Source: an optimization exercise on an open RTL-to-GDS flow (aim: small area and a short achievable clock period). Production flows keep margins and buffers that such runs may drop. Only simulation tests tie the RTL to the original design; equivalence was not proved.

==> flow/design.v <==
package pn_pkg;
    localparam int TOK_DEPTH = 12;               
    typedef logic [2:0]         tok_field_t;     
    typedef logic signed [31:0] result_t;        
    typedef logic [3:0]         tok_idx_t;       
    typedef logic [1:0]         mode_t;
    typedef logic               prefix_t;        
    localparam mode_t MODE_PREFIX  = 2'd2;
    localparam mode_t MODE_POSTFIX = 2'd3;
    localparam tok_field_t OP_ADD     = 3'd0;
    localparam tok_field_t OP_SUB     = 3'd1;
    localparam tok_field_t OP_MUL     = 3'd2;
    localparam tok_field_t OP_ABS_SUM = 3'd3;
    typedef struct packed {
        tok_field_t value;
        logic       is_op;
        logic       first;   
        logic       last;    
    } token_t;
    typedef enum logic [1:0] {
        IDLE,
        RECEIVE,
        REPLAY,
        WAIT_RESULT
    } buf_state_t;
endpackage
`timescale 1ns/10ps
module pn_token_buffer (
    input  logic               clk,
    input  logic               rst_n,
    input  logic               in_valid,
    input  pn_pkg::mode_t      mode,
    input  logic               operator,
    input  pn_pkg::tok_field_t in,
    input  logic               result_done,
    output logic               tok_valid,
    output pn_pkg::token_t     tok,
    output pn_pkg::prefix_t    prefix
);
    pn_pkg::buf_state_t state;
    pn_pkg::buf_state_t state_d;
    pn_pkg::tok_field_t store_val [pn_pkg::TOK_DEPTH];
    logic               store_op  [pn_pkg::TOK_DEPTH];
    pn_pkg::tok_idx_t   cnt;         
    pn_pkg::tok_idx_t   rd_idx;      
    pn_pkg::tok_idx_t   wr_ptr;
    pn_pkg::mode_t      mode_q;
    logic mode_ok;
    logic capture;
    logic at_last;
    assign mode_ok = (mode_q == pn_pkg::MODE_PREFIX) || (mode_q == pn_pkg::MODE_POSTFIX);
    assign prefix  = pn_pkg::prefix_t'(mode_q == pn_pkg::MODE_PREFIX);
    assign capture = in_valid && (state == pn_pkg::IDLE || state == pn_pkg::RECEIVE);
    assign wr_ptr  = (state == pn_pkg::IDLE) ? '0 : cnt;
    assign at_last = prefix ? (rd_idx == '0)
                            : (rd_idx == pn_pkg::tok_idx_t'(cnt - 1'b1));
    assign tok_valid = (state == pn_pkg::REPLAY) ||
                       (state == pn_pkg::RECEIVE && !in_valid && mode_ok);
    always_comb begin
        state_d = state;
        case (state)
            pn_pkg::IDLE: begin
                if (in_valid)
                    state_d = pn_pkg::RECEIVE;
            end
            pn_pkg::RECEIVE: begin
                if (!in_valid) begin
                    if (!mode_ok)
                        state_d = pn_pkg::IDLE;          
                    else if (at_last)
                        state_d = pn_pkg::WAIT_RESULT;   
                    else
                        state_d = pn_pkg::REPLAY;
                end
            end
            pn_pkg::REPLAY: begin
                if (at_last)
                    state_d = pn_pkg::WAIT_RESULT;
            end
            pn_pkg::WAIT_RESULT: begin
                if (result_done)
                    state_d = pn_pkg::IDLE;
            end
            default: state_d = pn_pkg::IDLE;
        endcase
    end
    always_ff @(posedge clk or negedge rst_n) begin
        if (!rst_n) begin
            state <= pn_pkg::IDLE;
        end else begin
            state <= state_d;
        end
    end
    always_ff @(posedge clk) begin
        if (capture && wr_ptr < pn_pkg::TOK_DEPTH) begin
            store_val[wr_ptr] <= in;
            store_op[wr_ptr]  <= operator;
        end
    end
    always_ff @(posedge clk or negedge rst_n) begin
        if (!rst_n) begin
            cnt    <= '0;
            rd_idx <= '0;
            mode_q <= '0;
        end else if (state == pn_pkg::IDLE && in_valid) begin
            mode_q <= mode;
            cnt    <= pn_pkg::tok_idx_t'(1);
            rd_idx <= '0;
        end else if (state == pn_pkg::RECEIVE && in_valid) begin
            if (cnt < pn_pkg::TOK_DEPTH) begin
                cnt <= cnt + 1'b1;
                if (mode_q == pn_pkg::MODE_PREFIX)
                    rd_idx <= cnt;
            end
        end else if (tok_valid && !at_last) begin
            rd_idx <= prefix ? rd_idx - 1'b1 : rd_idx + 1'b1;
        end
    end
    always_comb begin
        tok.value = store_val[rd_idx];
        tok.is_op = store_op[rd_idx];
        tok.first = (state == pn_pkg::RECEIVE);
        tok.last  = at_last;
    end
endmodule
`timescale 1ns/10ps
module pn_stack_eval (
    input  logic            clk,
    input  logic            rst_n,
    input  logic            tok_valid,
    input  pn_pkg::token_t  tok,
    input  pn_pkg::prefix_t prefix,
    output logic            result_done,
    output logic            out_valid,
    output pn_pkg::result_t out
);
    pn_pkg::result_t  stack [pn_pkg::TOK_DEPTH];
    pn_pkg::tok_idx_t sp;                
    pn_pkg::tok_idx_t base;              
    pn_pkg::tok_idx_t nxt_sp;
    logic             can_pop;
    logic             can_push;
    pn_pkg::result_t  top_e;
    pn_pkg::result_t  nxt_e;
    pn_pkg::result_t  lhs;
    pn_pkg::result_t  rhs;
    pn_pkg::result_t  sum;
    pn_pkg::result_t  op_res;
    pn_pkg::result_t  operand;
    pn_pkg::result_t  new_bottom;        
    always_comb begin
        base     = tok.first ? '0 : sp;      
        can_pop  = tok.is_op && (base >= 2);
        can_push = !tok.is_op && (base < pn_pkg::TOK_DEPTH);
        operand  = pn_pkg::result_t'(tok.value);     
        top_e = '0;
        nxt_e = '0;
        if (base >= 2) begin
            top_e = stack[base - 1'b1];
            nxt_e = stack[base - 2'd2];
        end
        lhs = prefix ? top_e : nxt_e;
        rhs = prefix ? nxt_e : top_e;
        sum = lhs + rhs;
        case (tok.value)
            pn_pkg::OP_ADD:     op_res = sum;
            pn_pkg::OP_SUB:     op_res = lhs - rhs;
            pn_pkg::OP_MUL:     op_res = lhs * rhs;
            pn_pkg::OP_ABS_SUM: op_res = (sum < 0) ? -sum : sum;
            default:            op_res = '0;
        endcase
    end
    always_comb begin
        nxt_sp     = base;
        new_bottom = (base == '0) ? '0 : stack[0];
        if (can_push) begin
            nxt_sp = base + 1'b1;
            if (base == '0)
                new_bottom = operand;
        end else if (can_pop) begin
            nxt_sp = base - 1'b1;
            if (base == pn_pkg::tok_idx_t'(2))
                new_bottom = op_res;     
        end
    end
    always_ff @(posedge clk) begin
        if (tok_valid) begin
            if (can_push)
                stack[base] <= operand;
            else if (can_pop)
                stack[base - 2'd2] <= op_res;    
        end
    end
    always_ff @(posedge clk or negedge rst_n) begin
        if (!rst_n) begin
            sp        <= '0;
            out_valid <= 1'b0;
            out       <= '0;
        end else begin
            if (tok_valid)
                sp <= nxt_sp;
            out_valid <= tok_valid && tok.last;
            out       <= (tok_valid && tok.last) ? new_bottom : '0;   
        end
    end
    assign result_done = out_valid;    
endmodule
`timescale 1ns/10ps
module pn_top (
    input  logic               clk,
    input  logic               rst_n,
    input  logic               in_valid,
    input  pn_pkg::mode_t      mode,
    input  logic               operator,
    input  pn_pkg::tok_field_t in,
    output logic               out_valid,
    output pn_pkg::result_t    out
);
    logic            tok_valid;
    pn_pkg::token_t  tok;
    pn_pkg::prefix_t prefix;
    logic            result_done;    
    pn_token_buffer i_token_buffer (
        .clk         (clk),
        .rst_n       (rst_n),
        .in_valid    (in_valid),
        .mode        (mode),
        .operator    (operator),
        .in          (in),
        .result_done (result_done),
        .tok_valid   (tok_valid),
        .tok         (tok),
        .prefix      (prefix)
    );
    pn_stack_eval i_stack_eval (
        .clk         (clk),
        .rst_n       (rst_n),
        .tok_valid   (tok_valid),
        .tok         (tok),
        .prefix      (prefix),
        .result_done (result_done),
        .out_valid   (out_valid),
        .out         (out)
    );
endmodule
==> flow/run.sh <==
#!/bin/bash
# synth_recipe.tcl (not shown) runs the flow's synth.tcl, then flattens the netlist and writes it again
# the make line also repeats each setting of config.mk as NAME=value (left out here)
make -C /OpenROAD-flow-scripts/flow DESIGN_CONFIG=/design/flow/config.mk WORK_HOME=/design/flow/orfs CLKGATE_MAP_FILE= SYNTH_SCRIPT=/design/flow/synth_recipe.tcl finish
==> flow/config.mk <==
export PLATFORM = sky130hd
export DESIGN_NAME = pn_top
export DESIGN_NICKNAME = pn_top
export VERILOG_FILES = /design/flow/design.v
export SDC_FILE = /design/flow/constraint.sdc
export NUM_CORES = 4
export LEC_CHECK = 0
export CAP_MARGIN = 20
export CORE_MARGIN = 2
export CORE_UTILIZATION = 40
export SLEW_MARGIN = 20
==> flow/constraint.sdc <==
create_clock -name core_clock -period 11.0 [get_ports {clk}]
set_input_delay 2.2000 -clock core_clock [delete_from_list [all_inputs] [get_ports {clk}]]
set_output_delay 2.2000 -clock core_clock [all_outputs]
set_load 0.01 [all_outputs]
==> flow_summary.json, run 1 <==
{
  "synthFlopType": "edfxtp_1",
  "crit_type": "reg2reg",
  "syn-num-nets": 5157,
  "gr-usage-all-layers_pct": 29.8,
  "final-setup-viol-count": 0,
  "synth-compound-area-share_pct": 14.8,
  "min_period_over_period_pct": 96.7,
  "ioPinCount": 42,
  "root_buffer": "clkbuf_16",
  "critPathCaptureType": "flip-flop",
  "synth_cell_types": 108,
  "antenna_left": 0,
  "worst_slew_pin_slew_ps": 1240,
  "cts_buffers": 53,
  "yosys.area.top_type": "edfxtp_1",
  "drv_cap": 0,
  "avgRoutedWirePerCell_um": 28.0,
  "multi_input_area_um2": 27200,
  "period_minus_slack_ps": 10640,
  "synth_seq_cells": 481,
  "synth_fa_ha_area_share_pct": 24.5,
  "cts_max_level": 2,
  "cp_slowest_cell": "nor2_1",
  "grt_pass1_vias": 36100,
  "max_freq_mhz": 94.0,
  "start_util_pct": 40.3,
  "dr.pass1.iters": 8,
  "syn_area_um2": 44600,
  "yosys_warnings": 2,
  "post-route-drc-count": 0,
  "synth-seq-area-share_pct": 31.8,
  "antenna_found_initial": 4,
  "synthCells": 4520,
  "synth_xor_area_share_pct": 3.56,
  "finClkSkew_ps": 45.0,
  "wl_um": 171000,
  "status": "finished clean",
  "layout_setup_ws_ps": 363,
  "synth_area_leaders": "edfxtp_1, fa_1, ha_1",
  "grt-ovfl-total": 0,
  "cts_buffer_depth": 3,
  "start_kind": "flip-flop",
  "synthArstFlopShare_pct": 10.2,
  "dpl.hpwl_um": 131000,
  "slew_headroom_pct": 16.4,
  "grt_first_pass_wirelength_um": 247000,
  "synth_top_area_share_pct": 29.1,
  "fill_cells": 10500,
  "slowest_delay_ps": 630,
  "cpMostUsedCell": "fa_1",
  "hp-class": "reg2reg",
  "die_h_um": 338,
  "synth_mux_area_share_pct": 5.04,
  "via_per_inst": 5.98,
  "synth_edf_count": 432,
  "pre_cts_slack_ps": 200,
  "synthSimpleGateAreaFrac_pct": 12.3,
  "hold_viol": 0,
  "die_x_um": 338,
  "whs_ps": 500,
  "cts_sinks": 481,
  "area_growth_pct": 11.7,
  "final_nets": 5224,
  "fp.dieArea_um2": 114000,
  "vias": 36600,
  "tns_ps": 0,
  "syn_avg_cell_area_um2": 9.87,
  "synth_top_family_by_area": "adder cells",
  "fin_area_um2": 49800,
  "final_max_slew_viol_count": 0,
  "rows": 122,
  "path_max_fanout": 15,
  "drive_gt1_share_pct": 10.9,
  "grt_max_degree": 70,
  "cts_tree": "yes",
  "io_buffers": 41,
  "coreArea_um2": 111000,
  "drtIter0Drc": 4401,
  "dpl-instance-area_um2": 47800,
  "place_congestion": 1.00,
  "clk_pin_slew_worst_paths_ps": 60,
  "critPathArrivalTime_ps": 10980,
  "clk_latency_ps": 690,
  "required_ps": 11340,
  "ff_latch_area_um2": 14200
}
[synth_stat cells, types with 18 or more instances]
master       n
a2bb2oi_1   62
buf_2       62
buf_4       27
a31oi_1     25
mux2_1      29
dfrtp_1     49
nand3_1     76
nand2b_1    25
o21bai_1    20
a21o_1      29
nor3_1      64
ha_1       217
mux2i_1    121
buf_1       18
a211oi_1    32
inv_1      548
xor2_1      39
o21ai_0    123
mux2_2      35
nor2_1     561
nor2b_1     39
and3_1      20
o22ai_1    105
o31ai_1     22
nand2_1    363
or3_1       21
clkbuf_1   147
a21oi_1    211
xnor2_1    121
fa_1       411
edfxtp_1   432
o211ai_1    27
o221ai_1    74
[kinds of logic after synthesis]
group                      after synthesis
AOI/OAI and AO/OA                      945
xor gates and xnor gates               168
adders and majority gates              628
buffers and inverters                  842
DFF                                    481
muxes                                  199
and+or+nand+nor                       1257
[final cells by class]
class	count	share of cell area, %
diodes	3	0.0151
well taps	1488	3.74
clock buffers	68	2.84
repair buffers	288	5.10
inverters	566	4.28
multi-input cells	3197	54.6
clock inverters	29	0.894
flip-flops and latches	481	28.5
[flip-flops by register name, summed over array words and instances (netlist names), named ones only]
name                      flops
i_stack_eval.out             32
i_stack_eval.out_valid        1
i_stack_eval.sp               4
i_stack_eval.stack          384
i_token_buffer.cnt            4
i_token_buffer.mode_q         2
i_token_buffer.rd_idx         4
i_token_buffer.state          1
i_token_buffer.store_op      12
i_token_buffer.store_val     36
[layer usage]
layer / up-vias / routed length, µm / global-route usage [%]
li1: 15800 / - / -
met1: 18300 / 67900 / 38.9
met2: 2030 / 76500 / 46.6
met3: 482 / 16800 / 6.65
met4: 2 / 9950 / 15.1
met5: - / 9 / 0
[per-stage QoR]
step / util, % / std cells
2_1_floorplan: - / 4520
3_3_place_gp: 43.2 / 6016
3_5_place_dp: 43.2 / 6016
4_1_cts: 44.8 / 6113
5_1_grt: 45.0 / 6117
6_report: 45.0 / 6120
[worst max-delay path: cells and delay by family (launching register included)]
kind / cells / cell delay, ps
AO/OA/AOI/OAI: 10 / 2050
XOR/XNOR: 1 / 150
adder cells (fa/ha/maj): 10 / 4110
buffers and inverters: 13 / 1850
flip-flops: 1 / 600
AND/OR/NAND/NOR: 6 / 1460
[final timing paths]
check	from	end	slack, ps	cells after the start
max	i_stack_eval.sp[1]$_DFFE_PN0N_	i_stack_eval.stack[4][23]$_DFFE_PP_	360	40
max reg2reg	i_stack_eval.sp[1]$_DFFE_PN0N_	i_stack_eval.stack[4][23]$_DFFE_PP_	360	40
max in group asynchronous	rst_n	i_stack_eval.sp[0]$_DFFE_PN0N_	8550	2
min	i_token_buffer.mode_q[0]$_DFFE_PN0P_	i_token_buffer.mode_q[0]$_DFFE_PN0P_	500	1
min reg2reg	i_token_buffer.mode_q[0]$_DFFE_PN0P_	i_token_buffer.mode_q[0]$_DFFE_PN0P_	500	1
min in group asynchronous	rst_n	i_stack_eval.out[21]$_DFF_PN0_	1750	2
[placed cells by master (no fill, tap or decap), types with 15 or more instances in the layout]
| master | n |
|---|---|
| a211oi_1 | 31 |
| a21o_1 | 29 |
| a21oi_1 | 205 |
| a2bb2oi_1 | 61 |
| a31oi_1 | 24 |
| and3_1 | 19 |
| buf_12 | 20 |
| buf_4 | 224 |
| clkbuf_16 | 53 |
| clkdlybuf4s50_1 | 40 |
| clkinv_1 | 15 |
| dfrtp_1 | 46 |
| edfxtp_1 | 432 |
| fa_1 | 411 |
| ha_1 | 217 |
| inv_1 | 544 |
| mux2_1 | 29 |
| mux2_2 | 35 |
| mux2i_1 | 121 |
| nand2_1 | 362 |
| nand2b_1 | 22 |
| nand3_1 | 76 |
| nand4_1 | 16 |
| nor2_1 | 545 |
| nor2b_1 | 33 |
| nor3_1 | 60 |
| o211ai_1 | 27 |
| o21a_1 | 16 |
| o21ai_0 | 118 |
| o21ai_1 | 17 |
| o21bai_1 | 20 |
| o221ai_1 | 74 |
| o22a_1 | 15 |
| o22ai_1 | 105 |
| o31ai_1 | 20 |
| or3_1 | 20 |
| xnor2_1 | 120 |
| xor2_1 | 39 |
[repair_timing]
action                                  CTS  global route
resized for setup                         0            38
setup buffers                             0             4
hold buffers                              0             0
endpoints found under the setup margin    0           122
==> run 2, diff against run 1 <==
==> flow/design.v (replaced) <==
package pn_pkg;
    localparam int TOK_DEPTH = 12;               
    localparam logic [1:0] MODE_PREFIX  = 2'd2;
    localparam logic [1:0] MODE_POSTFIX = 2'd3;
    localparam logic [2:0] OP_ADD     = 3'd0;
    localparam logic [2:0] OP_SUB     = 3'd1;
    localparam logic [2:0] OP_MUL     = 3'd2;
    localparam logic [2:0] OP_ABS_SUM = 3'd3;
endpackage
`timescale 1ns/10ps
module pn_token_buffer (
    input  logic       clk,
    input  logic       in_valid,
    input  logic       operator,
    input  logic [2:0] in,
    output logic [3:0] head          
);
    logic [3:0] ent [pn_pkg::TOK_DEPTH];
    always_ff @(posedge clk) begin
        for (int i = 0; i < pn_pkg::TOK_DEPTH; i++) begin
            if (in_valid)
                ent[i] <= (i == 0) ? {operator, in} : ent[(i == 0) ? 0 : i - 1];
            else
                ent[i] <= (i == pn_pkg::TOK_DEPTH - 1) ? ent[i] : ent[(i == pn_pkg::TOK_DEPTH - 1) ? i : i + 1];
        end
    end
    assign head = ent[0];
endmodule
`timescale 1ns/10ps
module pn_stack_eval (
    input  logic        clk,
    input  logic        start,       
    input  logic        ev,          
    input  logic [3:0]  tok,         
    input  logic        prefix,      
    output logic [17:0] bottom       
);
    logic [2:0]  depth;              
    logic [17:0] tos;                
    logic [17:0] nos;                
    logic [15:0] ram0;               
    logic [9:0]  ram1;               
    logic [6:0]  ram2;               
    logic [2:0]  ram3;               
    logic        is_op;
    logic [2:0]  val;
    logic [17:0] sum;
    logic [17:0] dif;
    logic [17:0] prd;
    logic [17:0] mag;
    logic [17:0] res;
    logic [17:0] below;              
    assign is_op = tok[3];
    assign val   = tok[2:0];
    always_comb begin
        sum = tos + nos;
        dif = prefix ? tos - nos : nos - tos;
        prd = tos * nos;
        mag = sum[17] ? -sum : sum;
        case (val)
            pn_pkg::OP_ADD:     res = sum;
            pn_pkg::OP_SUB:     res = dif;
            pn_pkg::OP_MUL:     res = prd;
            pn_pkg::OP_ABS_SUM: res = mag;
            default:            res = '0;
        endcase
        case (depth)
            3'd3:    below = {{2{ram0[15]}}, ram0};
            3'd4:    below = {{8{ram1[9]}}, ram1};
            3'd5:    below = {{11{ram2[6]}}, ram2};
            default: below = {15'd0, ram3};
        endcase
        case (depth)
            3'd0:    bottom = '0;
            3'd1:    bottom = tos;
            3'd2:    bottom = nos;
            default: bottom = {{2{ram0[15]}}, ram0};
        endcase
    end
    always_ff @(posedge clk) begin
        if (start) begin
            depth <= '0;
        end else if (ev && depth != 3'd7) begin
            if (!is_op) begin
                depth <= depth + 1'b1;
                tos   <= {15'd0, val};
                nos   <= tos;
                case (depth)
                    3'd2: ram0 <= nos[15:0];
                    3'd3: ram1 <= nos[9:0];
                    3'd4: ram2 <= nos[6:0];
                    3'd5: ram3 <= nos[2:0];
                    default: ;
                endcase
            end else if (depth >= 3'd2) begin
                depth <= depth - 1'b1;
                tos   <= res;
                nos   <= below;
            end
        end
    end
endmodule
`timescale 1ns/10ps
module pn_top (
    input  logic        clk,
    input  logic        rst_n,
    input  logic        in_valid,
    input  logic [1:0]  mode,
    input  logic        operator,
    input  logic [2:0]  in,
    output logic        out_valid,
    output logic [31:0] out
);
    logic        recv;           
    logic [3:0]  cnt;
    logic        acc;            
    logic        prefix;
    logic        res_q;          
    logic [3:0]  head;
    logic [17:0] bottom;
    logic        start;
    logic        drain;
    logic        ev;
    assign start = in_valid && !recv;
    assign drain = recv ? !in_valid : (cnt != 4'd0);
    assign ev    = acc && (recv ? (!prefix || !in_valid) : (prefix && cnt != 4'd0));
    always_ff @(posedge clk or negedge rst_n) begin
        if (!rst_n) begin
            recv  <= 1'b0;
            cnt   <= '0;
            res_q <= 1'b0;
        end else begin
            res_q <= acc && drain && (cnt == 4'd1);
            if (start) begin
                recv <= 1'b1;
                cnt  <= 4'd1;
            end else if (recv && in_valid) begin
                cnt  <= cnt + 1'b1;
            end else if (drain) begin
                recv <= 1'b0;
                cnt  <= acc ? cnt - 1'b1 : 4'd0;
            end
        end
    end
    always_ff @(posedge clk) begin
        if (start) begin
            acc    <= mode[1];
            prefix <= !mode[0];
        end
    end
    pn_token_buffer i_token_buffer (
        .clk      (clk),
        .in_valid (in_valid),
        .operator (operator),
        .in       (in),
        .head     (head)
    );
    pn_stack_eval i_stack_eval (
        .clk    (clk),
        .start  (start),
        .ev     (ev),
        .tok    (head),
        .prefix (prefix),
        .bottom (bottom)
    );
    assign out_valid = res_q;
    assign out       = res_q ? {{14{bottom[17]}}, bottom} : 32'd0;
endmodule
==> run 2 against run 1 <==
Clock skew decreased by 31 ps. Worst setup slack improved by 4000 ps. Maximum frequency increased by 61%. Synthesized area shrank 70%. First-iteration DRC count decreased by 75%. Routed wire length decreased by 76%. Die area fell by 69%. Non-clock buffer count is 236 lower. Critical path depth fell by 19. Cell area fell by 70%. Register-to-register slack gained 4000 ps. Critical endpoint is now i_stack_eval.tos[17]$_SDFFCE_PN0P_. Largest cell class unchanged.
==> flow_summary.json, run 2 <==
{
  "tns_ps": 0,
  "largest_reg_flops": 48,
  "final-setup-viol-count": 0,
  "dp.cells": 1902,
  "syn-num-nets": 1716,
  "critical_path.top_delay_family": "adder cells",
  "place_congestion": 0.924,
  "synthCells": 1480,
  "hold_viol": 0,
  "start_util_pct": 40.3,
  "grt_max_degree": 61,
  "slew_headroom_pct": 32.7,
  "synthFlopType": "edfxtp_1",
  "wl_um": 40400,
  "fill_cells": 3259,
  "n_antenna_cell": 0,
  "die_h_um": 187,
  "period_minus_slack_ps": 6610,
  "ioPinCount": 42,
  "dpl-instance-area_um2": 14200,
  "top_regs": "i_token_buffer.ent x48, i_stack_eval.nos x18, i_stack_eval.tos x18",
  "avgRoutedWirePerCell_um": 20.9,
  "cts_tree": "yes",
  "gr-usage-all-layers_pct": 23.1,
  "ctsResizeCount": 0,
  "antenna_left": 0,
  "cts_max_level": 4,
  "ff_latch_area_um2": 3430,
  "rows": 67,
  "max_freq_mhz": 151,
  "layout_setup_ws_ps": 4390,
  "synth_seq_cells": 131,
  "drv_cap": 0,
  "fp.dieArea_um2": 35100,
  "dr.pass1.iters": 7,
  "io_buffers": 41,
  "r2r-start": "i_stack_eval.nos[1]$_DFFE_PP_",
  "grt_first_pass_wirelength_um": 62900,
  "vias": 10700,
  "status": "finished clean",
  "setup.worst_path.start": "i_stack_eval.nos[1]$_DFFE_PP_",
  "synth-seq-area-share_pct": 25.5,
  "syn_area_um2": 13500,
  "pre_cts_slack_ps": 4500,
  "final_cells": 1934,
  "synth_top_area_share_pct": 17.4,
  "start_kind": "flip-flop",
  "fin_area_um2": 14700,
  "cpMostUsedCell": "fa_1",
  "largest_register": "i_token_buffer.ent",
  "postCtsSetupBuffers": 0,
  "clk_latency_ps": 420,
  "post-route-drc-count": 0,
  "cts_buffer_depth": 2,
  "most-common-layout-cells": "inv_1, nor2_1, ha_1",
  "final_max_slew_viol_count": 0,
  "coreArea_um2": 33400,
  "synth_cell_types": 78,
  "min_period_over_period_pct": 60.1,
  "drive_gt1_share_pct": 7.94,
  "syn_avg_cell_area_um2": 9.10,
  "cp_slowest_cell": "edfxtp_1",
  "worst_slew_pin_slew_ps": 1010,
  "yosys.area.top_type": "edfxtp_1",
  "synth.most_common_cell": "inv_1",
  "cts_hold_buf": 0,
  "finClkSkew_ps": 14.5,
  "clk_pin_slew_worst_paths_ps": 60,
  "hp-class": "reg2reg",
  "cts_buffers": 17,
  "grt-ovfl-total": 0,
  "critPathArrivalTime_ps": 6750,
  "cp_num_buf_inv": 3,
  "area_growth_pct": 9.40,
  "rsz0062_at_grt": "no",
  "cts_sinks": 131,
  "die_x_um": 187,
  "crit_chain": "inv_1, nor2_1, fa_1, fa_1, ha_1, ha_1, inv_1, fa_1, inv_1, ha_1, fa_1, a21oi_1, o21bai_1, a2111oi_0, o41ai_1, a21o_1, a2111oi_0, nor3_1, xnor2_1, nand2_1, a31oi_1",
  "final_nets": 1709,
  "multi_input_area_um2": 8770,
  "min-delay-start": "i_token_buffer.ent[10][1]$_DFF_P_",
  "via_per_inst": 5.55,
  "dpl.hpwl_um": 30800,
  "synthArstFlopShare_pct": 4.58,
  "layout_commonest_cell": "inv_1",
  "critPathCaptureType": "flip-flop",
  "synth_edf_count": 78,
  "yosys-top-cells-count": "inv_1, nor2_1, ha_1",
  "required_ps": 11130,
  "root_buffer": "clkbuf_16",
  "path_max_fanout": 15,
  "drtIter0Drc": 1108,
  "crit_type": "reg2reg",
  "grt_pass1_vias": 10800,
  "yosys_warnings": 4,
  "antenna_found_initial": 0,
  "slowest_delay_ps": 710,
  "synth_area_leaders": "edfxtp_1, fa_1, ha_1"
}
==> run 2: changes by cell type in the layout (fill, tap and decap cells not counted), moves of 213 or more <==
cell      previous run  this run
fa_1               411       112
edfxtp_1           432        78
inv_1              544       232
nand2_1            362        97
buf_4              224        11
nor2_1             545       170
==> run 2: cells by family (layout without fill, tap and decap cells) <==
family / after synthesis / count (layout) / synth area share (%)
AND/OR/NAND/NOR: 380 / 380 / 12.7
buffers and inverters: 321 / 327 / 9.55
AO/OA/AOI/OAI: 267 / 267 / 13.7
adder cells (fa/ha/maj): 227 / 227 / 27.3
flip-flops: 131 / 131 / 25.5
XOR/XNOR: 90 / 90 / 5.91
multiplexers: 64 / 64 / 5.23
==> run 2: final timing paths <==
check	endpoint	cells past startpoint	slack, ps
max	i_stack_eval.tos[17]$_SDFFCE_PN0P_	21	4390
min	i_token_buffer.ent[11][1]$_DFFE_PP_	0	420
max reg2reg	i_stack_eval.tos[17]$_SDFFCE_PN0P_	21	4390
min reg2reg	i_token_buffer.ent[11][1]$_DFFE_PP_	0	420
max in group asynchronous	cnt[2]$_DFFE_PN0P_	1	8750
min in group asynchronous	cnt[0]$_DFFE_PN0P_	1	2020
==> run 2: worst reg2reg max path, delay by kind of cell (launching register included) <==
| family | cells | cell delay [ps] |
|---|---|---|
| AOI/OAI and AO/OA | 7 | 1710 |
| buffers and inverters | 3 | 560 |
| DFF | 1 | 710 |
| adders and majority gates | 7 | 2710 |
| xor gates and xnor gates | 1 | 160 |
| and+or+nand+nor | 3 | 490 |
==> run 2: layout make-up <==
type / count / area share (%)
Tap cell: 448 / 3.81
Inverter: 243 / 6.19
Sequential cell: 131 / 23.3
Clock inverter: 10 / 0.467
Timing Repair Buffer: 52 / 3.31
Multi-Input combinational cell: 1028 / 59.5
Clock buffer: 22 / 3.37
==> run 2: per-layer routing <==
| metal | vias to the layer above | wire length (µm) | track usage (%) |
|---|---|---|---|
| met5 | - | 0 | 0 |
| met2 | 517 | 18400 | 37.3 |
| met1 | 5232 | 17200 | 30.8 |
| met4 | 0 | 1580 | 9.39 |
| met3 | 87 | 3180 | 4.11 |
| li1 | 4905 | - | - |
==> run 2: through the flow <==
| stage | hold WS [ps] | util [%] |
|---|---|---|
| after floorplan | 404 | - |
| after global placement | 410 | 42.4 |
| after detailed placement | 413 | 42.4 |
| after CTS | 427 | 44.1 |
| after global routing | 450 | 44.1 |
| final | 424 | 44.1 |
==> run 3, diff against run 2 <==
--- a/flow/design.v
+++ b/flow/design.v
@@ -38,4 +38,7 @@
     logic [2:0]  depth;              
-    logic [17:0] tos;                
-    logic [17:0] nos;                
+    logic        topx;               
+    logic [17:0] x;
+    logic [9:0]  y;
+    logic [2:0]  xk;                 
+    logic [2:0]  yk;
     logic [15:0] ram0;               
@@ -44,6 +47,13 @@
     logic [2:0]  ram3;               
+    logic [2:0]  k0;                 
+    logic [1:0]  k1;                 
+    logic [1:0]  k2;                 
     logic        is_op;
     logic [2:0]  val;
+    logic [17:0] ys;
+    logic signed [17:0] x_s;
+    logic signed [9:0]  y_s;
+    logic        inv_x;
+    logic        inv_y;
     logic [17:0] sum;
-    logic [17:0] dif;
     logic [17:0] prd;
@@ -51,13 +61,21 @@
     logic [17:0] res;
+    logic [2:0]  rk;                 
     logic [17:0] below;              
+    logic [2:0]  bk;
+    logic [17:0] nos;                
+    logic [2:0]  nk;
     assign is_op = tok[3];
     assign val   = tok[2:0];
+    assign ys    = {{8{y[9]}}, y};
+    assign x_s   = x;
+    assign y_s   = y;
     always_comb begin
-        sum = tos + nos;
-        dif = prefix ? tos - nos : nos - tos;
-        prd = tos * nos;
+        inv_x = (val == pn_pkg::OP_SUB) && (topx ^ prefix);
+        inv_y = (val == pn_pkg::OP_SUB) && !(topx ^ prefix);
+        sum = (x ^ {18{inv_x}}) + (ys ^ {18{inv_y}}) + 18'(val == pn_pkg::OP_SUB);
+        prd = x_s * y_s;                 
         mag = sum[17] ? -sum : sum;
         case (val)
-            pn_pkg::OP_ADD:     res = sum;
-            pn_pkg::OP_SUB:     res = dif;
+            pn_pkg::OP_ADD,
+            pn_pkg::OP_SUB:     res = sum;
             pn_pkg::OP_MUL:     res = prd;
@@ -66,11 +84,14 @@
         endcase
+        rk = xk + yk;
         case (depth)
-            3'd3:    below = {{2{ram0[15]}}, ram0};
-            3'd4:    below = {{8{ram1[9]}}, ram1};
-            3'd5:    below = {{11{ram2[6]}}, ram2};
-            default: below = {15'd0, ram3};
+            3'd3:    begin below = {{2{ram0[15]}}, ram0}; bk = k0; end
+            3'd4:    begin below = {{8{ram1[9]}}, ram1};  bk = {1'b0, k1}; end
+            3'd5:    begin below = {{11{ram2[6]}}, ram2}; bk = {1'b0, k2}; end
+            default: begin below = {15'd0, ram3};         bk = 3'd1; end
         endcase
+        nos = topx ? ys : x;
+        nk  = topx ? yk : xk;
         case (depth)
             3'd0:    bottom = '0;
-            3'd1:    bottom = tos;
+            3'd1:    bottom = topx ? x : ys;
             3'd2:    bottom = nos;
@@ -85,9 +106,12 @@
                 depth <= depth + 1'b1;
-                tos   <= {15'd0, val};
-                nos   <= tos;
+                topx  <= 1'b0;
+                x     <= topx ? x : ys;
+                xk    <= topx ? xk : yk;
+                y     <= {7'd0, val};
+                yk    <= 3'd1;
                 case (depth)
-                    3'd2: ram0 <= nos[15:0];
-                    3'd3: ram1 <= nos[9:0];
-                    3'd4: ram2 <= nos[6:0];
-                    3'd5: ram3 <= nos[2:0];
+                    3'd2: begin ram0 <= nos[15:0]; k0 <= nk; end
+                    3'd3: begin ram1 <= nos[9:0];  k1 <= nk[1:0] | {2{nk[2]}}; end
+                    3'd4: begin ram2 <= nos[6:0];  k2 <= nk[1:0] | {2{nk[2]}}; end
+                    3'd5:       ram3 <= nos[2:0];
                     default: ;
@@ -96,4 +120,15 @@
                 depth <= depth - 1'b1;
-                tos   <= res;
-                nos   <= below;
+                if (rk >= 3'd4) begin
+                    topx <= 1'b1;
+                    x    <= res;
+                    xk   <= rk;
+                    y    <= below[9:0];
+                    yk   <= bk;
+                end else begin
+                    topx <= 1'b0;
+                    x    <= below;
+                    xk   <= bk;
+                    y    <= res[9:0];
+                    yk   <= rk;
+                end
             end
--- a/flow/config.mk
+++ b/flow/config.mk
@@ -10,2 +10,3 @@
 export CORE_UTILIZATION = 40
+export SETUP_SLACK_MARGIN = 5
 export SLEW_MARGIN = 20
==> run 3 against run 2 <==
Critical endpoint is now i_stack_eval.x[14]$_DFFE_PP_. First-iteration DRC count decreased by 30%. Flip-flop and latch count increased by 6. Critical path type unchanged. Critical path depth increased by 1. Non-clock buffer count increased by 29.
==> flow_summary.json, run 3 <==
{
  "required_ps": 11180,
  "rsz0062_at_grt": "yes",
  "synthCells": 1342,
  "yosys_warnings": 4,
  "largest_register": "i_token_buffer.ent",
  "synth_edf_count": 84,
  "path_max_fanout": 3,
  "critPathCaptureType": "flip-flop",
  "finClkSkew_ps": 5.48,
  "drtIter0Drc": 781,
  "wl_um": 33800,
  "synth_area_leaders": "edfxtp_1, fa_1, dfxtp_1",
  "worst_slew_pin_slew_ps": 967,
  "fp.dieArea_um2": 33000,
  "dr.pass1.iters": 5,
  "syn_area_um2": 12600,
  "synthArstFlopShare_pct": 4.38,
  "largest_reg_flops": 48,
  "rr_endpoint": "i_stack_eval.x[14]$_DFFE_PP_",
  "layout_commonest_cell": "inv_1",
  "final_cells": 1756,
  "start_kind": "flip-flop",
  "yosys.area.top_type": "edfxtp_1",
  "final_max_slew_viol_count": 0,
  "most-common-layout-cells": "inv_1, nand2_1, fa_1",
  "synth_top_area_share_pct": 20.0,
  "yosys-top-cells-count": "inv_1, nand2_1, fa_1",
  "n_antenna_cell": 0,
  "coreArea_um2": 31300,
  "root_buffer": "clkbuf_16",
  "tns_ps": 0,
  "hp-class": "reg2reg",
  "period_minus_slack_ps": 5850,
  "top_regs": "i_token_buffer.ent x48, i_stack_eval.x x18, i_stack_eval.ram0 x16",
  "grt_first_pass_wirelength_um": 54000,
  "clk_pin_slew_worst_paths_ps": 60,
  "via_per_inst": 5.59,
  "grt_pass1_vias": 9798,
  "final_nets": 1514,
  "post-route-drc-count": 0,
  "min_period_over_period_pct": 53.1,
  "synth.most_common_cell": "inv_1",
  "rows": 65,
  "grt_max_degree": 61,
  "cts_hold_buf": 0,
  "status": "finished clean",
  "cts_max_level": 4,
  "drv_cap": 0,
  "synthFlopType": "edfxtp_1",
  "fin_area_um2": 14100,
  "synth-seq-area-share_pct": 28.6,
  "dpl.hpwl_um": 24000,
  "synth_seq_cells": 137,
  "min_to": "i_token_buffer.ent[11][1]$_DFFE_PP_",
  "fill_cells": 2938,
  "antenna_left": 0,
  "max_freq_mhz": 171,
  "cts_tree": "yes",
  "gr-usage-all-layers_pct": 20.8,
  "drive_gt1_share_pct": 13.6,
  "ff2ff_path_depth": 22,
  "critPathArrivalTime_ps": 6020,
  "syn_avg_cell_area_um2": 9.41,
  "area_growth_pct": 11.6,
  "synth_cell_types": 83,
  "final-setup-viol-count": 0,
  "hold_viol": 0,
  "slew_headroom_pct": 35.5,
  "clk_latency_ps": 420,
  "dpl-instance-area_um2": 13200,
  "place_congestion": 0.905,
  "die_h_um": 182,
  "grt-ovfl-total": 0,
  "syn-num-nets": 1515,
  "crit_type": "reg2reg",
  "ioPinCount": 42,
  "cts_buffer_depth": 2,
  "min-delay-start": "i_token_buffer.ent[10][1]$_DFF_P_",
  "cts_buffers": 17,
  "start_util_pct": 40.3,
  "dp.cells": 1696,
  "hold_depth": 0,
  "reg2reg_slack_ps": 5150,
  "avgRoutedWirePerCell_um": 19.2,
  "cts_sinks": 137,
  "vias": 9819,
  "io_buffers": 41,
  "r2r-start": "i_stack_eval.y[1]$_DFFE_PP_",
  "post-route-util_pct": 45.0,
  "die_x_um": 182,
  "antenna_found_initial": 0
}
## run 3: cell types whose count changed after synthesis, sizes merged, moves of 15 or more
cell | previous run | this run
a211oi | 8 | 23
and2 | 4 | 59
clkbuf | 43 | 75
fa | 112 | 89
ha | 115 | 75
inv | 237 | 146
mux2 | 51 | 67
nand2 | 97 | 117
nor2 | 170 | 60
o22ai | 29 | 9
## run 3: what timing repair did
item,CTS,global route
setup buffers,8,20
pin swaps,0,4
endpoints found under the setup margin,8,30
resized for setup,1,14
endpoints found under the hold margin,0,0
cloned,0,0
## run 3: layout make-up
type / count / area (µm²) / area share [%]
Tap cell: 402 / 503 / 3.57
Sequential cell: 137 / 3610 / 25.6
Clock inverter: 13 / 126 / 0.897
Multi-Input combinational cell: 956 / 8090 / 57.4
Clock buffer: 19 / 464 / 3.29
Inverter: 148 / 556 / 3.94
Timing Repair Buffer: 81 / 743 / 5.27
## run 3: how the worst max path moves through the flow
stage                                          from                           end  slack, ps  depth (start not counted)
finish                  i_stack_eval.y[1]$_DFFE_PP_  i_stack_eval.x[14]$_DFFE_PP_       5150                         22
global route            i_stack_eval.y[1]$_DFFE_PP_  i_stack_eval.x[14]$_DFFE_PP_       4960                         22
CTS                 i_stack_eval.y[3]$_SDFFCE_PN0P_  i_stack_eval.x[14]$_DFFE_PP_       4980                         22
detailed placement      i_stack_eval.y[1]$_DFFE_PP_  i_stack_eval.x[14]$_DFFE_PP_       4610                         22
global placement        i_stack_eval.y[1]$_DFFE_PP_  i_stack_eval.x[14]$_DFFE_PP_       4650                         22
floorplan               i_stack_eval.x[7]$_DFFE_PP_  i_stack_eval.x[14]$_DFFE_PP_       5180                         23
## run 3: kinds of logic after synthesis
kind of cell | share of synthesized area [%]
and+or+nand+nor | 15.7
AOI/OAI and AO/OA | 14.6
buffers and inverters | 8.02
adders and majority gates | 21.5
DFF | 28.6
xor gates and xnor gates | 5.27
muxes | 6.29
## run 3: stage by stage
| step | hold WS, ps | setup slack (ps) |
|---|---|---|
| final | 428 | 5150 |
| after global routing | 438 | 4960 |
| after CTS | 431 | 4980 |
| after detailed placement | 417 | 4610 |
| after global placement | 410 | 4650 |
| after floorplan | 404 | 5180 |
## run 3: routing by layer
metal / global-route usage (%) / part of all wire [%] / vias up
met1: 27.2 / 43 / 4838
met4: 4.91 / 1.9 / 0
li1: - / - / 4613
met3: 2.91 / 5.4 / 48
met2: 36.5 / 50 / 320
met5: 0 / 0 / -
## run 3: critical path: stages, from the launching register on
cell,delay (ps)
edfxtp_1,480
nand2_2,100
fa_1,540
inv_1,50
fa_1,500
inv_1,60
fa_1,520
inv_1,50
fa_1,480
inv_1,70
fa_1,540
inv_1,70
ha_4,240
or2_2,310
o311a_1,140
a21oi_2,160
nor2b_1,60
o21a_1,180
o41a_1,410
xnor2_1,180
o21ai_1,90
o221a_2,260
o21a_1,100
==> run 4, diff against run 3 <==
--- a/flow/config.mk
+++ b/flow/config.mk
@@ -10,3 +10,2 @@
 export CORE_UTILIZATION = 40
-export SETUP_SLACK_MARGIN = 5
 export SLEW_MARGIN = 20
==> run 4 against run 3 <==
Utilization fell by 1.0 points. First-iteration DRC count fell by 13%. Largest cell class unchanged. Critical endpoint unchanged. Critical path type unchanged. Maximum frequency fell by 9.2%. Routed wire length fell by 3.0%.
==> flow_summary.json, run 4 <==
{
  "status": "finished clean",
  "antenna_found_initial": 0,
  "synth.most_common_cell": "inv_1",
  "min_to": "i_token_buffer.ent[11][1]$_DFFE_PP_",
  "ff2ff_path_depth": 22,
  "max_freq_mhz": 155,
  "layout_commonest_cell": "inv_1",
  "period_minus_slack_ps": 6440,
  "final_cells": 1728,
  "min-delay-start": "i_token_buffer.ent[10][1]$_DFF_P_",
  "cts_hold_buf": 0,
  "gr-usage-all-layers_pct": 20.4,
  "fill_cells": 2980,
  "post-route-util_pct": 44.0,
  "top_regs": "i_token_buffer.ent x48, i_stack_eval.x x18, i_stack_eval.ram0 x16",
  "min_period_over_period_pct": 58.5,
  "dr.pass1.iters": 5,
  "syn-num-nets": 1515,
  "place_congestion": 0.905,
  "postCtsSetupBuffers": 0,
  "slew_headroom_pct": 33.8,
  "clk_pin_slew_worst_paths_ps": 60,
  "synthFlopType": "edfxtp_1",
  "dp.cells": 1696,
  "synth_seq_cells": 137,
  "die_x_um": 182,
  "largest_reg_flops": 48,
  "wl_um": 32800,
  "grt_first_pass_wirelength_um": 53100,
  "required_ps": 11170,
  "cts_sinks": 137,
  "yosys.area.top_type": "edfxtp_1",
  "start_kind": "flip-flop",
  "synth_top_area_share_pct": 20.0,
  "root_buffer": "clkbuf_16",
  "whs_ps": 427,
  "rows": 65,
  "drive_gt1_share_pct": 10.9,
  "reg2reg_slack_ps": 4560,
  "coreArea_um2": 31300,
  "yosys_warnings": 4,
  "cts_max_level": 4,
  "layout_setup_ws_ps": 4560,
  "path_max_fanout": 22,
  "cts_buffer_depth": 2,
  "hold_viol": 0,
  "cts_tree": "yes",
  "critPathArrivalTime_ps": 6610,
  "syn_area_um2": 12600,
  "critPathCaptureType": "flip-flop",
  "r2r-start": "i_stack_eval.y[1]$_DFFE_PP_",
  "synthArstFlopShare_pct": 4.38,
  "largest_register": "i_token_buffer.ent",
  "tns_ps": 0,
  "synthCells": 1342,
  "antenna_left": 0,
  "finClkSkew_ps": 5.81,
  "dpl.hpwl_um": 24000,
  "post-route-drc-count": 0,
  "most-common-layout-cells": "inv_1, nand2_1, fa_1",
  "grt_pass1_vias": 9755,
  "synth-seq-area-share_pct": 28.6,
  "grt-ovfl-total": 0,
  "crit_type": "reg2reg",
  "final-setup-viol-count": 0,
  "final_max_slew_viol_count": 0,
  "hp-class": "reg2reg",
  "synth_edf_count": 84,
  "hold_depth": 0,
  "rsz0062_at_grt": "no",
  "grt_max_degree": 61,
  "synth_cell_types": 83,
  "rr_endpoint": "i_stack_eval.x[14]$_DFFE_PP_",
  "syn_avg_cell_area_um2": 9.41,
  "clk_latency_ps": 420,
  "ctsResizeCount": 0,
  "pre_cts_slack_ps": 4610,
  "yosys-top-cells-count": "inv_1, nand2_1, fa_1",
  "final_nets": 1486,
  "worst_slew_pin_slew_ps": 993,
  "fp.dieArea_um2": 33000,
  "area_growth_pct": 9.03,
  "io_buffers": 41,
  "n_antenna_cell": 0,
  "avgRoutedWirePerCell_um": 19.0,
  "drtIter0Drc": 677,
  "start_util_pct": 40.3,
  "via_per_inst": 5.62,
  "drv_cap": 0,
  "die_h_um": 182,
  "ioPinCount": 42,
  "cts_buffers": 17,
  "synth_area_leaders": "edfxtp_1, fa_1, dfxtp_1",
  "vias": 9708
}
run 4: cell counts after synthesis:
No cell type changed its count.
run 4: worst max path at each step:
stage	to	from	depth (start not counted)
2_1_floorplan	i_stack_eval.x[14]$_DFFE_PP_	i_stack_eval.x[7]$_DFFE_PP_	23
3_3_place_gp	i_stack_eval.x[14]$_DFFE_PP_	i_stack_eval.y[1]$_DFFE_PP_	22
3_5_place_dp	i_stack_eval.x[14]$_DFFE_PP_	i_stack_eval.y[1]$_DFFE_PP_	22
4_1_cts	i_stack_eval.x[14]$_DFFE_PP_	i_stack_eval.y[1]$_DFFE_PP_	22
5_1_grt	i_stack_eval.x[14]$_DFFE_PP_	i_stack_eval.y[1]$_DFFE_PP_	22
6_report	i_stack_eval.x[14]$_DFFE_PP_	i_stack_eval.y[1]$_DFFE_PP_	22
run 4: cells by family after synthesis:
| family | Yosys count | share of synthesized area, % |
|---|---|---|
| and+or+nand+nor | 378 | 15.7 |
| AOI/OAI and AO/OA | 267 | 14.6 |
| buffers and inverters | 249 | 8.02 |
| adders and majority gates | 164 | 21.5 |
| DFF | 137 | 28.6 |
| xor gates and xnor gates | 76 | 5.27 |
| muxes | 71 | 6.29 |
run 4: stage by stage:
step           instance area [µm²]
2_1_floorplan                12600
3_3_place_gp                 13200
3_5_place_dp                 13200
4_1_cts                      13800
5_1_grt                      13800
6_report                     13800
run 4: routing by layer:
layer  GRT usage [%]  vias to the layer above  share of wire (%)
met5               0                        -                  0
met4            5.72                        0                2.0
met3            2.55                       53                4.3
met2            36.1                      267                 51
met1            26.3                     4829                 43
li1                -                     4559                  -
run 4: area by class of cell:
cell class	instances	area (µm²)	share of cell area, %
multi-input combinational	956	8020	58.2
clock buffer	19	464	3.37
sequential	137	3610	26.2
clock inverter	13	126	0.918
timing repair buffer	53	495	3.60
inverter	148	556	4.03
tap	402	503	3.65
run 4: critical path, cell delays in order, from the launching register on:
cell and delay (ps):
edfxtp_1 880, nand2_1 180, fa_1 570, inv_1 50
fa_1 500, inv_1 60, fa_1 520, inv_1 50
fa_1 480, inv_1 70, fa_1 540, inv_1 40
ha_1 320, or2_2 320, o311a_1 130, a21oi_1 220
nor2b_1 70, o21a_1 180, o41a_1 350, xnor2_1 150
o21ai_0 120, o221a_2 270, o21a_1 100
==> run 5, diff against run 4 <==
--- a/flow/design.v
+++ b/flow/design.v
@@ -53,4 +53,2 @@
     logic [17:0] ys;
-    logic signed [17:0] x_s;
-    logic signed [9:0]  y_s;
     logic        inv_x;
@@ -69,4 +67,22 @@
     assign ys    = {{8{y[9]}}, y};
-    assign x_s   = x;
-    assign y_s   = y;
+    function automatic logic [17:0] booth_mul(input logic [17:0] a, input logic [9:0] b);
+        logic [10:0] bb;
+        logic [17:0] acc;
+        logic [17:0] row;
+        logic [18:0] a2;
+        logic        one, two, neg;
+        bb  = {b, 1'b0};
+        a2  = {a, 1'b0};
+        acc = '0;
+        for (int i = 0; i < 5; i++) begin
+            one = bb[2*i+1] ^ bb[2*i];
+            two = (bb[2*i+2] & !bb[2*i+1] & !bb[2*i]) | (!bb[2*i+2] & bb[2*i+1] & bb[2*i]);
+            neg = bb[2*i+2];
+            row = '0;
+            for (int j = 0; j < 18; j++)
+                row[j] = ((one & a[j]) | (two & a2[j])) ^ neg;
+            acc = acc + (row << (2*i)) + ({17'd0, neg} << (2*i));
+        end
+        booth_mul = acc;
+    endfunction
     always_comb begin
@@ -75,3 +91,3 @@
         sum = (x ^ {18{inv_x}}) + (ys ^ {18{inv_y}}) + 18'(val == pn_pkg::OP_SUB);
-        prd = x_s * y_s;                 
+        prd = booth_mul(x, y);
         mag = sum[17] ? -sum : sum;
--- a/flow/config.mk
+++ b/flow/config.mk
@@ -10,2 +10,3 @@
 export CORE_UTILIZATION = 40
+export SETUP_SLACK_MARGIN = 5
 export SLEW_MARGIN = 20
==> run 5 against run 4 <==
Maximum frequency up 14%. Sequential share of layout area about the same. Via count up 13%.
==> flow_summary.json, run 5 <==
{
  "min-delay-start": "i_token_buffer.ent[10][1]$_DFF_P_",
  "synth_area_leaders": "edfxtp_1, dfxtp_1, ha_1",
  "critPathArrivalTime_ps": 3420,
  "start_util_pct": 40.8,
  "synthFlopType": "edfxtp_1",
  "grt_pass1_vias": 10300,
  "min_to": "i_token_buffer.ent[11][1]$_DFFE_PP_",
  "synth_cell_types": 88,
  "area_growth_pct": 9.68,
  "cts_tree": "yes",
  "rr_endpoint": "i_stack_eval.x[14]$_DFFE_PP_",
  "final_nets": 1542,
  "avgRoutedWirePerCell_um": 19.7,
  "synth_top_area_share_pct": 20.1,
  "antenna_left": 0,
  "most-common-layout-cells": "nand2_1, a21oi_1, nor2_1",
  "crit_type": "reg2out",
  "wl_met3_um": 2480,
  "die_x_um": 181,
  "grt_max_degree": 61,
  "worst_slew_pin_slew_ps": 1060,
  "tns_ps": 0,
  "io_buffers": 41,
  "path_max_fanout": 19,
  "synth.most_common_cell": "nand2_1",
  "synth_edf_count": 84,
  "final-setup-viol-count": 0,
  "gr-usage-all-layers_pct": 22.0,
  "rsz0062_at_grt": "no",
  "cts_sinks": 137,
  "syn_avg_cell_area_um2": 8.51,
  "drive_gt1_share_pct": 11.9,
  "wl_met1_um": 15400,
  "synthArstFlopShare_pct": 4.38,
  "max_freq_mhz": 178,
  "layout_commonest_cell": "nand2_1",
  "drtIter0Drc": 1143,
  "top_regs": "i_token_buffer.ent x48, i_stack_eval.x x18, i_stack_eval.ram0 x16",
  "die_h_um": 181,
  "clk_pin_slew_worst_paths_ps": 70,
  "cts_max_level": 4,
  "dr.pass1.iters": 6,
  "period_minus_slack_ps": 5620,
  "wl_met2_um": 17300,
  "largest_reg_flops": 48,
  "ff2ff_path_depth": 19,
  "syn-num-nets": 1583,
  "synthCells": 1474,
  "synth_seq_cells": 137,
  "synth-seq-area-share_pct": 28.8,
  "required_ps": 8800,
  "grt-ovfl-total": 0,
  "syn_area_um2": 12500,
  "final_max_slew_viol_count": 0,
  "post-route-util_pct": 44.7,
  "fp.dieArea_um2": 32800,
  "critPathCaptureType": "output pin",
  "ioPinCount": 42,
  "grt_first_pass_wirelength_um": 56900,
  "yosys_warnings": 4,
  "yosys-top-cells-count": "nand2_1, a21oi_1, nor2_1",
  "hp-class": "reg2reg",
  "min_period_over_period_pct": 51.1,
  "hold_viol": 0,
  "start_kind": "flip-flop",
  "coreArea_um2": 30700,
  "finClkSkew_ps": 11.4,
  "via_per_inst": 5.97,
  "n_antenna_cell": 0,
  "hold_depth": 0,
  "cts_buffers": 17,
  "dpl.hpwl_um": 25700,
  "dp.cells": 1799,
  "rows": 64,
  "reg2reg_slack_ps": 5430,
  "fin_area_um2": 13800,
  "dpl-instance-area_um2": 13100,
  "largest_register": "i_token_buffer.ent",
  "cts_buffer_depth": 2,
  "vias": 11000,
  "highest_layer": "met5",
  "root_buffer": "clkbuf_16",
  "drv_cap": 0,
  "status": "finished clean",
  "clk_latency_ps": 430,
  "antenna_found_initial": 1,
  "post-route-drc-count": 0,
  "final_cells": 1842,
  "r2r-start": "i_stack_eval.y[1]$_DFFE_PP_",
  "slew_headroom_pct": 29.3,
  "place_congestion": 0.895,
  "yosys.area.top_type": "edfxtp_1",
  "wl_um": 36300
}
[run 5: area by class of cell]
class	instances	area (µm²)
fill	3041	17000
multi-input combinational	1113	8050
sequential	137	3610
timing repair buffer	79	698
tap	396	495
clock buffer	18	429
inverter	85	323
clock inverter	14	149
[run 5: worst max-delay path, cell delays in order (launching register included)]
cell and delay, ps:
dfxtp_1 380, inv_1 150, ha_1 250, nor2b_1 150, buf_4 260, and2_1 340, a211oi_1 90, a31o_2 250
a21oi_2 460, clkdlybuf4s50_1 650
[run 5: what timing repair did]
action / 4_1_cts / 5_1_grt
setup buffers: 1 / 10
hold buffers: 0 / 0
gates resized for setup: 1 / 14
endpoints found under the setup margin: 6 / 35
cloned: 0 / 0
[run 5: cells by family after synthesis]
family	share of synthesized area [%]
adders and majority gates	13.4
buffers and inverters	7.38
muxes	6.15
AOI/OAI and AO/OA	23.1
xor gates and xnor gates	5.38
and+or+nand+nor	15.8
DFF	28.8
[run 5: stage by stage]
step | hold slack, ps | setup slack [ps]
2_1_floorplan | 404 | 5320
6_report | 433 | 5380
5_1_grt | 446 | 4990
4_1_cts | 438 | 5020
3_5_place_dp | 423 | 4700
3_3_place_gp | 415 | 4810
[run 5: routing by layer]
metal	up-vias	global-route usage, %
met5	-	0
met4	2	8.33
met3	63	3.81
met2	419	36.3
met1	5277	28.7
li1	5242	-
[run 5: worst max-delay path by stage]
stage                     slack (ps)  cells past startpoint                      endpoint                               start
final                           5380                      9                       out[19]  i_stack_eval.depth[1]$_SDFFE_PP0P_
after global routing            4990                     19  i_stack_eval.x[14]$_DFFE_PP_         i_stack_eval.y[1]$_DFFE_PP_
after CTS                       5020                     18  i_stack_eval.x[14]$_DFFE_PP_         i_stack_eval.y[1]$_DFFE_PP_
after detailed placement        4700                     19  i_stack_eval.x[14]$_DFFE_PP_         i_stack_eval.y[1]$_DFFE_PP_
after global placement          4810                     19  i_stack_eval.x[14]$_DFFE_PP_         i_stack_eval.y[1]$_DFFE_PP_
after floorplan                 5320                      4  i_stack_eval.xk[0]$_DFFE_PP_                            in_valid
==> run 6, diff against run 5 <==
--- a/flow/config.mk
+++ b/flow/config.mk
@@ -9,3 +9,4 @@
 export CORE_MARGIN = 2
-export CORE_UTILIZATION = 40
+export CORE_UTILIZATION = 65
+export PLACE_DENSITY = 0.75
 export SETUP_SLACK_MARGIN = 5
==> run 6 against run 5 <==
Clock skew shrank 1.7 ps. Flip-flop and latch count is the same. First-iteration DRC count grew 5.9%. Largest cell class unchanged. Highest routed layer is now met4.
==> flow_summary.json, run 6 <==
{
  "tns_ps": 0,
  "die_h_um": 143,
  "dpl.hpwl_um": 25100,
  "synthArstFlopShare_pct": 4.38,
  "max_freq_mhz": 172,
  "synth_seq_cells": 137,
  "synth.most_common_cell": "nand2_1",
  "synth_area_leaders": "edfxtp_1, dfxtp_1, ha_1",
  "cts_max_level": 4,
  "synth_top_area_share_pct": 20.1,
  "coreArea_um2": 18800,
  "drive_gt1_share_pct": 11.2,
  "min-delay-start": "i_token_buffer.ent[10][3]$_DFF_P_",
  "path_max_fanout": 41,
  "grt_first_pass_wirelength_um": 54900,
  "yosys-top-cells-count": "nand2_1, a21oi_1, nor2_1",
  "vias": 11400,
  "rr_endpoint": "i_stack_eval.x[14]$_DFFE_PP_",
  "n_antenna_cell": 0,
  "fp.dieArea_um2": 20400,
  "largest_register": "i_token_buffer.ent",
  "final-setup-viol-count": 0,
  "rows": 50,
  "clk_latency_ps": 430,
  "status": "finished clean",
  "synth-seq-area-share_pct": 28.8,
  "final_nets": 1533,
  "layout_commonest_cell": "nand2_1",
  "wl_um": 35400,
  "largest_reg_flops": 48,
  "start_util_pct": 66.6,
  "cts_sinks": 137,
  "min_period_over_period_pct": 52.7,
  "synth_cell_types": 88,
  "gr-usage-all-layers_pct": 34.7,
  "crit_type": "reg2reg",
  "worst_slew_pin_slew_ps": 1070,
  "syn_avg_cell_area_um2": 8.51,
  "drv_cap": 0,
  "cp-endpoint": "i_stack_eval.x[14]$_DFFE_PP_",
  "synthFlopType": "edfxtp_1",
  "critPathArrivalTime_ps": 5940,
  "cts_buffers": 17,
  "synthCells": 1474,
  "layout_setup_ws_ps": 5200,
  "root_buffer": "clkbuf_16",
  "avgRoutedWirePerCell_um": 20.9,
  "io_buffers": 41,
  "slew_headroom_pct": 28.1,
  "clk_pin_slew_worst_paths_ps": 70,
  "cts_buffer_depth": 2,
  "cts_tree": "yes",
  "grt_max_degree": 59,
  "reg2reg_slack_ps": 5200,
  "synth_edf_count": 84,
  "period_minus_slack_ps": 5800,
  "ff2ff_path_depth": 17,
  "drtIter0Drc": 1210,
  "top_regs": "i_token_buffer.ent x48, i_stack_eval.x x18, i_stack_eval.ram0 x16",
  "final_max_slew_viol_count": 0,
  "pre_cts_slack_ps": 4850,
  "most-common-layout-cells": "nand2_1, a21oi_1, nor2_1",
  "rsz0062_at_grt": "yes",
  "syn-num-nets": 1583,
  "start_kind": "flip-flop",
  "antenna_found_initial": 0,
  "syn_area_um2": 12500,
  "yosys.area.top_type": "edfxtp_1",
  "critPathCaptureType": "flip-flop",
  "dp.cells": 1658,
  "yosys_warnings": 4,
  "dr.pass1.iters": 8,
  "grt_pass1_vias": 10400,
  "r2r-start": "i_stack_eval.y[3]$_SDFFCE_PN0P_",
  "hp-class": "reg2reg",
  "fill_cells": 1473,
  "ioPinCount": 42,
  "grt-ovfl-total": 0,
  "cts_hold_buf": 0,
  "setup.worst_path.start": "i_stack_eval.y[3]$_SDFFCE_PN0P_",
  "required_ps": 11150,
  "final_cells": 1697,
  "post-route-drc-count": 0,
  "die_x_um": 143,
  "place_congestion": 1.00,
  "area_growth_pct": 7.70,
  "via_per_inst": 6.70,
  "antenna_left": 0,
  "finClkSkew_ps": 9.74,
  "hold_viol": 0
}
-- run 6: timing repair --
item	CTS	global route
endpoints found under the setup margin	3	35
setup buffers	1	5
gates resized for setup	1	10
-- run 6: how the worst min path moves through the flow --
stage | slack, ps | endpoint | cells past startpoint
5_1_grt | 450 | i_token_buffer.ent[11][1]$_DFFE_PP_ | 0
4_1_cts | 430 | i_token_buffer.ent[11][1]$_DFFE_PP_ | 0
3_5_place_dp | 420 | i_token_buffer.ent[11][0]$_DFFE_PP_ | 0
2_1_floorplan | 400 | i_token_buffer.ent[11][0]$_DFFE_PP_ | 0
3_3_place_gp | 410 | i_token_buffer.ent[11][3]$_DFFE_PP_ | 0
6_report | 440 | i_token_buffer.ent[11][3]$_DFFE_PP_ | 0
-- run 6: cells by family after synthesis --
| group | synth area share, % |
|---|---|
| buffers and inverters | 7.38 |
| flip-flops | 28.8 |
| multiplexers | 6.15 |
| XOR/XNOR | 5.38 |
| AO/OA/AOI/OAI | 23.1 |
| AND/OR/NAND/NOR | 15.8 |
| adder cells (fa/ha/maj) | 13.4 |
-- run 6: worst max-delay path: stages, from the launching register on --
cell,delay (ps)
edfxtp_1,850
buf_4,540
maj3_1,240
o22ai_1,70
a21oi_1,230
fa_1,490
fa_1,560
fa_1,500
ha_1,370
and3_1,160
a211oi_1,370
o21bai_1,100
a21oi_1,230
o21ai_0,190
xnor2_1,200
o22ai_1,100
a21oi_1,160
a22oi_1,100
-- run 6: metal layers --
layer | up-vias | track usage, % | share of wire, %
met1 | 5413 | 45.1 | 39
met3 | 140 | 6.91 | 8.9
met5 | - | 0 | 0
met4 | 0 | 19.0 | 5.8
li1 | 5224 | - | -
met2 | 586 | 54.6 | 46
-- run 6: layout make-up --
class	instances	area [µm²]	area share (%)
clock buffer	18	439	3.25
tap	260	325	2.41
inverter	85	323	2.39
timing repair buffer	70	624	4.62
sequential	137	3610	26.7
multi-input combinational	1113	8030	59.5
clock inverter	14	150	1.11
-- run 6: stage by stage --
stage	instance area [µm²]	hold slack (ps)	util (%)
after global placement	12800	408	68.2
after CTS	13400	434	71.4
final	13500	436	71.7
after detailed placement	12800	415	68.2
after floorplan	12500	404	-
after global routing	13500	449	71.7

port drivers added, routing unchanged:
In the flow no input, the clock included, has a driving cell. The finished layouts below were timed again as built, in two steps. Step 1 (the two cells are an assumption about what drives the block):
set clk [get_ports {clk}]
set_driving_cell -lib_cell sky130_fd_sc_hd__clkbuf_16 $clk
set_driving_cell -lib_cell sky130_fd_sc_hd__buf_2 [delete_from_list [all_inputs] $clk]
Step 2 adds t to the input delays and takes it off the output delays; t is the mean of the earliest and latest rising clock arrival at the registers after step 1. Input paths then give back, and output paths get back, about the clock's delay inside the block. Three values: no drivers, after step 1, after step 2; two values: the first two.
run | shift t [ns] | setup WS [ns] | hold WS [ns]
run 1 | 0.738 | 0.363 / 0.363 / 0.363 | 0.500 / 0.500 / 0.500
run 2 | 0.461 | 4.388 / 4.388 / 4.388 | 0.424 / 0.424 / 0.424
run 3 | 0.460 | 5.154 / 5.154 / 5.154 | 0.428 / 0.428 / 0.428
run 4 | 0.458 | 4.564 / 4.564 / 4.564 | 0.427 / 0.427 / 0.427
run 5 | 0.467 | 5.377 / 5.332 / 5.430 | 0.433 / 0.433 / 0.433
run 6 | 0.465 | 5.201 / 5.201 / 5.201 | 0.436 / 0.436 / 0.436
After both steps setup and hold are still met in every run listed.
